This design comes from an exercise in tuning for small area, a short achievable clock period and few clock cycles per item on the open sky130 flow, not from production work.
RTL that was checked went through simulation tests only; none was proved equivalent to the original.

==> flow/design.v (excerpt) <==
module block_peak_normaliser #(
    parameter int BLOCK_DEPTH = bpn_pkg::DEFAULT_BLOCK_DEPTH
) (
    input  wire logic                          i_clk,
    input  wire logic                          i_rst_n,
    input  wire logic                          i_in_valid,
    output logic                               o_in_ready,
    input  wire logic [bpn_pkg::SAMPLE_W-1:0]  i_in_sample,
    input  wire logic                          i_in_end_of_block,
    output logic                               o_out_valid,
    input  wire logic                          i_out_ready,
    output logic [bpn_pkg::SAMPLE_W-1:0]       o_out_norm_value,
    output logic                               o_out_last,
    output logic                               o_out_silent_block
);
    localparam int W     = bpn_pkg::SAMPLE_W;           
    localparam int F     = bpn_pkg::FRAC_BITS;          
    localparam int N     = bpn_pkg::RING_LEN;
    localparam int TAP   = bpn_pkg::RING_TAP;
    localparam int K     = bpn_pkg::MAX_BLOCKS;
    localparam int PW    = $clog2(N);
    localparam int CW    = $clog2(N + 1);
    localparam int BW    = $clog2(BLOCK_DEPTH);
    localparam int RW    = W + 1;                       
    localparam int KW    = $clog2(K);
    localparam int KC    = $clog2(K + 1);
  ...
Size: ~2200 flip-flops, roughly 41 I/O pins, about 64000 µm² of cells after synthesis.
export LEC_CHECK = 0
export CAP_MARGIN = 20
export CORE_MARGIN = 2
export CORE_UTILIZATION = 40
export CTS_CLUSTER_DIAMETER = 100
export CTS_CLUSTER_SIZE = 28
export SLEW_MARGIN = 20
create_clock -name core_clock -period 10.0 [get_ports {i_clk}]
standard.sh (not shown) runs the stock make flow with config.mk's settings and CLKGATE_MAP_FILE= SYNTH_SCRIPT=/design/flow/synth_recipe.tcl, a recipe that flattens the netlist after the stock synthesis.
==> flow/flow/run.sh <==
#!/bin/bash
set -euo pipefail
bash standard.sh SETUP_SLACK_MARGIN=6.6 finish > flow_make.log 2>&1
The baseline ran to the end with no violations.
Testbench counts at the start, summed over its fixed seeds: cycles 4,152, items 3,504.
Change:
--- a/flow/design.v
+++ b/flow/design.v
@@ -168,21 +168,21 @@
     assign w_open_n = w_acc ? !w_close_in : r_open;
     assign w_ready_n = (w_acc || (!r_s1_v && r_dist == PW'(2)) || (r_occ == '0 && !r_s1_v))
                     && w_space_n
                     && (w_open_n || (KC'(r_nblk + (w_acc && !r_open)) < KC'(K)));
     logic [W-1:0] w_nmag, w_npeak;
     logic         w_s1_close;
     logic [W-1:0] w_sacc;
     logic         w_s1_new, w_s1_zero, w_zero_n;
     assign w_nmag     = f_nmag(r_s1_smp);
     assign w_sacc     = W'(r_s1_smp + r_acc);
-    assign w_s1_new   = r_s1_first || (r_s1_smp[W-1] ? ({~r_s1_smp[W-1], r_s1_smp[W-2:0]} <= {~r_acc[W-1], r_acc[W-2:0]})
+    assign w_s1_new   = r_s1_first || (r_s1_smp[W-1] ? ($signed(r_s1_smp) <= $signed(r_acc))
                                                      : !w_sacc[W-1]);
     assign w_npeak    = w_s1_new ? w_nmag : r_acc;
     assign w_s1_zero  = (r_s1_smp == '0);
     assign w_zero_n   = w_s1_zero && (r_s1_first || r_zero);
     assign w_s1_close = r_s1_v && r_s1_close;
     logic w_wr;
     assign w_wr = r_s1_v;
     logic [RW-1:0] w_tap;
     logic          w_launch;
     logic [W-1:0]  w_ldiv;
Utilization went down by 0.34 points.
Via count grows by about 1.5%.
Routed wire length stays flat.
Clock-buffer cell count went down by 2.
Cell area barely changes.
Worst setup slack improved by 0.031 ns.
Cell count grows by about 0.8%.
Worst hold slack improved by 0.022 ns.
Critical path depth falls by 16.
Clock skew is lower by 0.036 ns.
The RTL of the second run of this note was laid out without a check of its function.

## the reference run
Another version of the RTL of block_peak_normaliser (not shown whole).
For scale: about 4400 cells after synthesis, ~1900 flip-flops, about 57000 um2 of cells after synthesis.
export LEC_CHECK = 0
export CAP_MARGIN = 20
export CORE_MARGIN = 2
export CORE_UTILIZATION = 40
export SLEW_MARGIN = 20
create_clock -name core_clock -period 10.0 [get_ports {i_clk}]
==> flow/flow/run.sh <==
#!/bin/bash
set -euo pipefail
bash standard.sh SETUP_SLACK_MARGIN=6.5 finish > flow_make.log 2>&1
Edits applied to the flow inputs when going from the reference run to the trial run:
diff --git a/flow/design.v b/flow/design.v
--- a/flow/design.v
+++ b/flow/design.v
@@ -4,9 +4,9 @@
     localparam int PEAK_W              = SAMPLE_W + 1;
     localparam int FRAC_BITS           = SAMPLE_W - 1;
     localparam int DEFAULT_BLOCK_DEPTH = 64;
     localparam int RING_TAP            = 63;
-    localparam int DIV_STEPS           = 2;
+    localparam int DIV_STEPS           = 1;
     localparam int DIV_STAGES          = (FRAC_BITS + DIV_STEPS - 1) / DIV_STEPS;
     localparam int RING_LEN            = RING_TAP + DIV_STAGES + 4;
     localparam int MAX_BLOCKS          = 6;
     localparam logic signed [SAMPLE_W-1:0] Q_POS_MAX = 16'sh7FFF;
==> comparison <==
Going from the reference run to the trial run, clock latency on the worst-skew pair went down by 0.02 ns; wire length of the first global-routing pass was more or less identical; wire length on met2 went down by 1.3%; pin count of the biggest net entering global routing went up by 5.0%. Taking the reference run as the reference, in the trial run flip-flop and latch count picked up an extra 22%, met3 wirelength from detailed routing picked up an extra about 18%, all-layer global routing usage lost 1.5 points, cell count picked up an extra 5.8%. For the reference run, the timing endpoint of the critical path was u_div.r_rem[2][14], unlike the trial run, where it was o_out_norm_value[10]. Setup slack was lower in the reference run than in the trial run. | final critical delay including setup and external delays | the trial run vs the reference run | better |. Of the two values seen for cell with the biggest individual delay on the critical path, sky130_fd_sc_hd__dfxtp_4 was produced by the reference run and sky130_fd_sc_hd__edfxtp_1 by the trial run. Cell area after layout was higher in the trial run than in the reference run. Measured against each other, the trial run and the reference run differ in total detailed-routing wirelength, the lower figure coming from the trial run.
Testbench counts of the trial run, summed over its fixed seeds: cycles 4,160, items 3,504.
For the reference run, only the layout was checked, not whether the RTL still works.

## rev 12
The RTL this note starts from:
==> flow/design.v <==
`default_nettype none
package bpn_pkg;
    localparam int SAMPLE_W            = 16;
    localparam int PEAK_W              = SAMPLE_W + 1;
    localparam int FRAC_BITS           = SAMPLE_W - 1;
    localparam int DEFAULT_BLOCK_DEPTH = 64;
    localparam int RING_TAP            = 64;
    localparam int DIV_STEPS           = 1;
    localparam int DIV_STAGES          = (FRAC_BITS + DIV_STEPS - 1) / DIV_STEPS;
    localparam int RING_LEN            = RING_TAP + DIV_STAGES + 4;
    localparam int MAX_BLOCKS          = 4;
    localparam logic signed [SAMPLE_W-1:0] Q_POS_MAX = 16'sh7FFF;
    localparam logic signed [SAMPLE_W-1:0] Q_NEG_MAX = 16'sh8000;
endpackage
`default_nettype wire
`default_nettype none
module bpn_div #(
    parameter int SIDE_W = 4
) (
    input  wire logic                        i_clk,
    input  wire logic                        i_rst_n,
    input  wire logic                        i_valid,
    input  wire logic [SIDE_W-1:0]           i_side,
    input  wire logic [bpn_pkg::SAMPLE_W-1:0] i_mag,      
    input  wire logic [bpn_pkg::SAMPLE_W-1:0] i_div,      
    output logic                             o_valid,
    output logic [SIDE_W-1:0]                o_side,
    output logic                             o_full,     
    output logic [bpn_pkg::FRAC_BITS-1:0]    o_quot
);
    localparam int W     = bpn_pkg::SAMPLE_W;      
    localparam int F     = bpn_pkg::FRAC_BITS;     
    localparam int S     = bpn_pkg::DIV_STEPS;
    localparam int NST   = bpn_pkg::DIV_STAGES;
    logic             r_v    [NST];
    logic [SIDE_W-1:0] r_side [NST];
    logic             r_full [NST];
    logic [F-1:0]     r_rem  [NST];
    logic [W-1:0]     r_div  [NST];
    logic [F-1:0]     r_quot [NST];
    function automatic logic [F:0] f_step(input logic [F-1:0] r, input logic [W-1:0] p);
        logic [W-1:0] x, np, g, a, gg, aa, gn, an, c, d;
        logic         ge;
        x  = {r, 1'b0};
        np = ~p;
        g  = x & np;
        a  = x ^ np;
        g[0] = g[0] | a[0];
        gg = g;
        aa = a;
        for (int s = 1; s < W; s = s * 2) begin
            gn = gg;
            an = aa;
            for (int i = s; i < W; i++) begin
                gn[i] = gg[i] | (aa[i] & gg[i-s]);
                an[i] = aa[i] & aa[i-s];
            end
            gg = gn;
            aa = an;
        end
        c  = {gg[W-2:0], 1'b1};
        d  = a ^ c;
        ge = gg[W-1];
        f_step = ge ? {d[F-1:0], 1'b1} : {x[F-1:0], 1'b0};
    endfunction
    genvar k;
    generate
        for (k = 0; k < NST; k++) begin : g_st
            logic [F-1:0] w_rem  [S+1];
            logic [F-1:0] w_quot [S+1];
            logic [F:0]   w_st   [S];
            logic [W-1:0] w_div;
            logic         w_v;
            logic [SIDE_W-1:0] w_side;
            logic         w_full;
            if (k == 0) begin : g_first
                assign w_rem[0]  = i_mag[F-1:0];
                assign w_quot[0] = '0;
                assign w_div     = i_div;
                assign w_v       = i_valid;
                assign w_side    = i_side;
                assign w_full    = (i_mag == i_div);
            end else begin : g_next
                assign w_rem[0]  = r_rem[k-1];
                assign w_quot[0] = r_quot[k-1];
                assign w_div     = r_div[k-1];
                assign w_v       = r_v[k-1];
                assign w_side    = r_side[k-1];
                assign w_full    = r_full[k-1];
            end
            for (genvar j = 0; j < S; j++) begin : g_step
                if (k * S + j < F) begin : g_do
                    assign w_st[j]     = f_step(w_rem[j], w_div);
                    assign w_rem[j+1]  = w_st[j][F:1];
                    assign w_quot[j+1] = {w_quot[j][F-2:0], w_st[j][0]};
                end else begin : g_skip
                    assign w_st[j]     = '0;
                    assign w_rem[j+1]  = w_rem[j];
                    assign w_quot[j+1] = w_quot[j];
                end
            end
            always_ff @(posedge i_clk) begin
                if (!i_rst_n) begin
                    r_v[k] <= 1'b0;
                end else begin
                    r_v[k] <= w_v;
                end
                r_side[k] <= w_side;
                r_full[k] <= w_full;
                r_rem[k]  <= w_rem[S];
                r_div[k]  <= w_div;
                r_quot[k] <= w_quot[S];
            end
        end
    endgenerate
    assign o_valid = r_v[NST-1];
    assign o_side  = r_side[NST-1];
    assign o_full  = r_full[NST-1];
    assign o_quot  = r_quot[NST-1];
endmodule
`default_nettype wire
`default_nettype none
module block_peak_normaliser #(
    parameter int BLOCK_DEPTH = bpn_pkg::DEFAULT_BLOCK_DEPTH
) (
    input  wire logic                          i_clk,
    input  wire logic                          i_rst_n,
    input  wire logic                          i_in_valid,
    output logic                               o_in_ready,
    input  wire logic [bpn_pkg::SAMPLE_W-1:0]  i_in_sample,
    input  wire logic                          i_in_end_of_block,
    output logic                               o_out_valid,
    input  wire logic                          i_out_ready,
    output logic [bpn_pkg::SAMPLE_W-1:0]       o_out_norm_value,
    output logic                               o_out_last,
    output logic                               o_out_silent_block
);
    localparam int W     = bpn_pkg::SAMPLE_W;           
    localparam int F     = bpn_pkg::FRAC_BITS;          
    localparam int N     = bpn_pkg::RING_LEN;
    localparam int TAP   = bpn_pkg::RING_TAP;
    localparam int K     = bpn_pkg::MAX_BLOCKS;
    localparam int PW    = $clog2(N);
    localparam int CW    = $clog2(N + 1);
    localparam int BW    = $clog2(BLOCK_DEPTH);
    localparam int RW    = W + 1;                       
    localparam int KW    = $clog2(K);
    localparam int HW    = KW + 1;
    localparam int SIDE_W = 4;                           
    function automatic logic [PW-1:0] f_inc(input logic [PW-1:0] x);
        f_inc = (x == PW'(N - 1)) ? '0 : PW'(x + 1'b1);
    endfunction
    function automatic logic [W-1:0] f_mag(input logic [W-1:0] s);
        f_mag = s[W-1] ? W'(~s + 1'b1) : s;
    endfunction
    logic [RW*N-1:0]  r_ring;
    logic [PW-1:0]    r_phw, r_pht;         
    logic [PW-1:0]    r_dist;               
    logic [PW-1:0]    r_lp, r_rp;           
    logic [CW-1:0]    r_occ, r_pend;        
    logic             r_gen;
    logic [W-1:0]     r_desc [K];
    logic [HW-1:0]    r_wh, r_lh, r_fh;
    logic [KW:0]      r_nblk;
    logic             r_open;
    logic [BW-1:0]    r_bc;
    logic             r_s1_v, r_s1_close, r_s1_first;
    logic [W-1:0]     r_s1_smp;
    logic             r_s2_v, r_s2_close, r_s2_first;
    logic [W-1:0]     r_s2_mag;
    logic [W-1:0]     r_acc;
    logic             r_p0_v;
    logic [SIDE_W-1:0] r_p0_side;
    logic [W-1:0]     r_p0_mag, r_p0_div;
    logic             r_o_v, r_o_last, r_o_zero;
    logic [W-1:0]     r_o_val;
    logic w_space, w_align, w_blk_ok, w_acc, w_close_in;
    assign w_align    = r_s1_v || (r_dist == PW'(1)) || (r_occ == '0);
    assign w_space    = (CW'(r_occ + r_s1_v) < CW'(N));
    assign w_blk_ok   = r_open || (r_nblk < (KW+1)'(K));
    assign o_in_ready = w_align && w_space && w_blk_ok;
    assign w_acc      = i_in_valid && o_in_ready;
    assign w_close_in = i_in_end_of_block || (r_bc == BW'(BLOCK_DEPTH - 1));
    logic [W-1:0] w_peak;
    assign w_peak = (r_s2_first || (r_s2_mag > r_acc)) ? r_s2_mag : r_acc;
    logic [RW-1:0] w_tap;
    logic          w_launch;
    logic [W-1:0]  w_ldiv;
    assign w_tap    = r_ring[RW*TAP +: RW];
    assign w_launch = (r_pht == r_lp) && (r_pend != '0) && (r_wh != r_lh);
    assign w_ldiv   = r_desc[r_lh[KW-1:0]];
    logic              w_dv, w_dfull;
    logic [SIDE_W-1:0] w_dside;
    logic [F-1:0]      w_dquot;
    bpn_div #(.SIDE_W(SIDE_W)) u_div (
        .i_clk   (i_clk),
        .i_rst_n (i_rst_n),
        .i_valid (r_p0_v),
        .i_side  (r_p0_side),
        .i_mag   (r_p0_mag),
        .i_div   (r_p0_div),
        .o_valid (w_dv),
        .o_side  (w_dside),
        .o_full  (w_dfull),
        .o_quot  (w_dquot)
    );
    logic         w_arr, w_free, w_take, w_drop;
    logic         w_rgen, w_rlast, w_rsign, w_rzero;
    logic [W-1:0] w_rval;
    assign {w_rgen, w_rlast, w_rsign, w_rzero} = w_dside;
    assign w_arr  = w_dv && (w_rgen == r_gen);
    assign w_free = !r_o_v || i_out_ready;
    assign w_take = w_arr && w_free;
    assign w_drop = w_arr && !w_free;
    always_comb begin
        if (w_rzero) begin
            w_rval = '0;
        end else if (w_rsign) begin
            w_rval = w_dfull ? bpn_pkg::Q_NEG_MAX : W'(~{1'b0, w_dquot} + 1'b1);
        end else begin
            w_rval = w_dfull ? bpn_pkg::Q_POS_MAX : {1'b0, w_dquot};
        end
    end
    logic w_wr;
    assign w_wr = r_s1_v;
    always_ff @(posedge i_clk) begin
        r_ring <= {r_ring[RW*(N-1)-1:0],
                   w_wr ? {r_s1_close, r_s1_smp} : r_ring[RW*(N-1) +: RW]};
    end
    always_ff @(posedge i_clk) begin
        if (!i_rst_n) begin
            r_phw  <= '0;
            r_pht  <= PW'(N - 1 - TAP);
            r_dist <= '0;
            r_lp   <= '0;
            r_rp   <= '0;
            r_occ  <= '0;
            r_pend <= '0;
            r_gen  <= 1'b0;
            r_wh   <= '0;
            r_lh   <= '0;
            r_fh   <= '0;
            r_nblk <= '0;
            r_open <= 1'b0;
            r_bc   <= '0;
            r_s1_v <= 1'b0;
            r_s2_v <= 1'b0;
            r_p0_v <= 1'b0;
            r_o_v  <= 1'b0;
        end else begin
            r_phw <= f_inc(r_phw);
            r_pht <= f_inc(r_pht);
            r_dist <= w_wr ? '0 : ((r_dist == '0) ? PW'(N - 1) : PW'(r_dist - 1'b1));
            r_s1_v <= w_acc;
            if (w_acc) begin
                r_open <= !w_close_in;
                r_bc   <= w_close_in ? '0 : BW'(r_bc + 1'b1);
            end
            r_nblk <= (KW+1)'(r_nblk + (w_acc && !r_open) - (w_take && w_rlast));
            r_s2_v <= r_s1_v;
            if (r_s2_v && r_s2_close) begin
                r_wh <= HW'(r_wh + 1'b1);
            end
            r_occ <= CW'(r_occ + w_wr - w_take);
            if (w_take) begin
                r_rp <= f_inc(r_rp);
                if (w_rlast) r_fh <= HW'(r_fh + 1'b1);
            end
            if (w_drop) begin
                r_gen  <= !r_gen;
                r_lp   <= r_rp;
                r_lh   <= r_fh;
                r_pend <= CW'(r_occ + w_wr);
            end else begin
                r_pend <= CW'(r_pend + w_wr - w_launch);
                if (w_launch) begin
                    r_lp <= f_inc(r_lp);
                    if (w_tap[W]) r_lh <= HW'(r_lh + 1'b1);
                end
            end
            if (w_wr && r_occ == '0) begin
                r_rp <= r_phw;
                r_lp <= r_phw;
            end
            r_p0_v <= w_launch;
            if (w_take) begin
                r_o_v <= 1'b1;
            end else if (i_out_ready) begin
                r_o_v <= 1'b0;
            end
        end
        r_s1_smp   <= i_in_sample;
        r_s1_close <= w_close_in;
        r_s1_first <= !r_open;
        r_s2_mag   <= f_mag(r_s1_smp);
        r_s2_close <= r_s1_close;
        r_s2_first <= r_s1_first;
        if (r_s2_v) r_acc <= w_peak;
        if (r_s2_v && r_s2_close) r_desc[r_wh[KW-1:0]] <= w_peak;
        r_p0_side <= {r_gen, w_tap[W], w_tap[W-1], (w_ldiv == '0)};
        r_p0_mag  <= f_mag(w_tap[W-1:0]);
        r_p0_div  <= w_ldiv;
        if (w_take) begin
            r_o_val  <= w_rval;
            r_o_last <= w_rlast;
            r_o_zero <= w_rzero;
        end
    end
    assign o_out_valid        = r_o_v;
    assign o_out_norm_value   = r_o_val;
    assign o_out_last         = r_o_last;
    assign o_out_silent_block = r_o_zero;
endmodule
`default_nettype wire
make LEC_CHECK=0 ABC_CLOCK_PERIOD_IN_PS=3000 CAP_MARGIN=20 CORE_MARGIN=2 CORE_UTILIZATION=40 CTS_BUF_LIST='sky130_fd_sc_hd__clkbuf_4 sky130_fd_sc_hd__clkbuf_8' SLEW_MARGIN=20 finish   # period 10.0 ns
run.sh (not shown) runs the stock make flow with config.mk's settings and CLKGATE_MAP_FILE= SYNTH_SCRIPT=/design/flow/synth_recipe.tcl, a recipe that flattens the netlist after the stock synthesis.
Stock flow here: none of the scripts above is used.
Setup changes, rev 12 to rev 13
diff --git a/flow/design.v b/flow/design.v
--- a/flow/design.v
+++ b/flow/design.v
@@ -4,9 +4,9 @@
     localparam int PEAK_W              = SAMPLE_W + 1;
     localparam int FRAC_BITS           = SAMPLE_W - 1;
     localparam int DEFAULT_BLOCK_DEPTH = 64;
     localparam int RING_TAP            = 64;
-    localparam int DIV_STEPS           = 1;
+    localparam int DIV_STEPS           = 2;
     localparam int DIV_STAGES          = (FRAC_BITS + DIV_STEPS - 1) / DIV_STEPS;
     localparam int RING_LEN            = RING_TAP + DIV_STAGES + 4;
     localparam int MAX_BLOCKS          = 4;
     localparam logic signed [SAMPLE_W-1:0] Q_POS_MAX = 16'sh7FFF;
Findings:
Rev 13 finished every step from synthesis to the final layout, and the layout passed the timing, DRC and antenna checks.
Post-synthesis to final-layout area growth: rev 13 vs rev 12 — no meaningful difference
On hold slack, rev 13 and rev 12 are basically level.
Cell depth of the worst min-delay path: rev 13 vs rev 12 identical
Against rev 12, the final cell area of rev 13 is lower.
Placed cell count in rev 13 is about 15% below rev 12.
Of the two values seen for launching instance or port of the critical path, r_s1_v$_SDFF_PN0_ was produced by rev 12 and u_div.r_div[4][0]$_DFF_P_ by rev 13.
Status: initial standard-cell utilization of the core parity (rev 13, rev 12)
Looking only at setup slack, and setting everything else aside, the higher value of rev 13 and rev 12 goes to rev 12.
No functional check of the RTL was part of any run of this note.

==> afterwards: timing with drivers on the ports <==
In the flow no input, the clock included, has a driving cell. The finished layouts below were timed again as built, in two steps.
Step 1 assumes that a clkbuf_16 drives the clock port and a buf_2 every other input.
Step 2, shift: input delay + t, output delay - t, t = (earliest + latest rising clock arrival at the registers) / 2. This alone moves slack from input paths to output paths.
a / b / c = ideal / step 1 / step 2; a / b = the first two.
run	t (ns)	setup WS [ns]	clock arrival spread, ns	slew at the worst register clock pin (ns)
the first run of note 1	0.795	6.645 / 6.604 / 5.932	0.087 / 0.087	0.12 / 0.12
the second run of note 1	0.796	6.675 / 6.598 / 5.981	0.048 / 0.049	0.11 / 0.11
the reference run	0.856	5.340 / 5.340 / 5.340	0.091 / 0.090	0.07 / 0.07
the trial run	0.852	6.594 / 6.515 / 5.983	0.090 / 0.090	0.07 / 0.07
rev 12	1.022	4.347 / 4.278 / 5.253	0.096 / 0.096	0.07 / 0.07
rev 13	0.996	4.046 / 4.046 / 4.046	0.117 / 0.117	0.07 / 0.07
After both steps setup and hold are still met in every run listed. The setup slack of the first run of note 1, which loses most, moves by -0.041 ns with the drivers and by -0.713 ns with both steps.
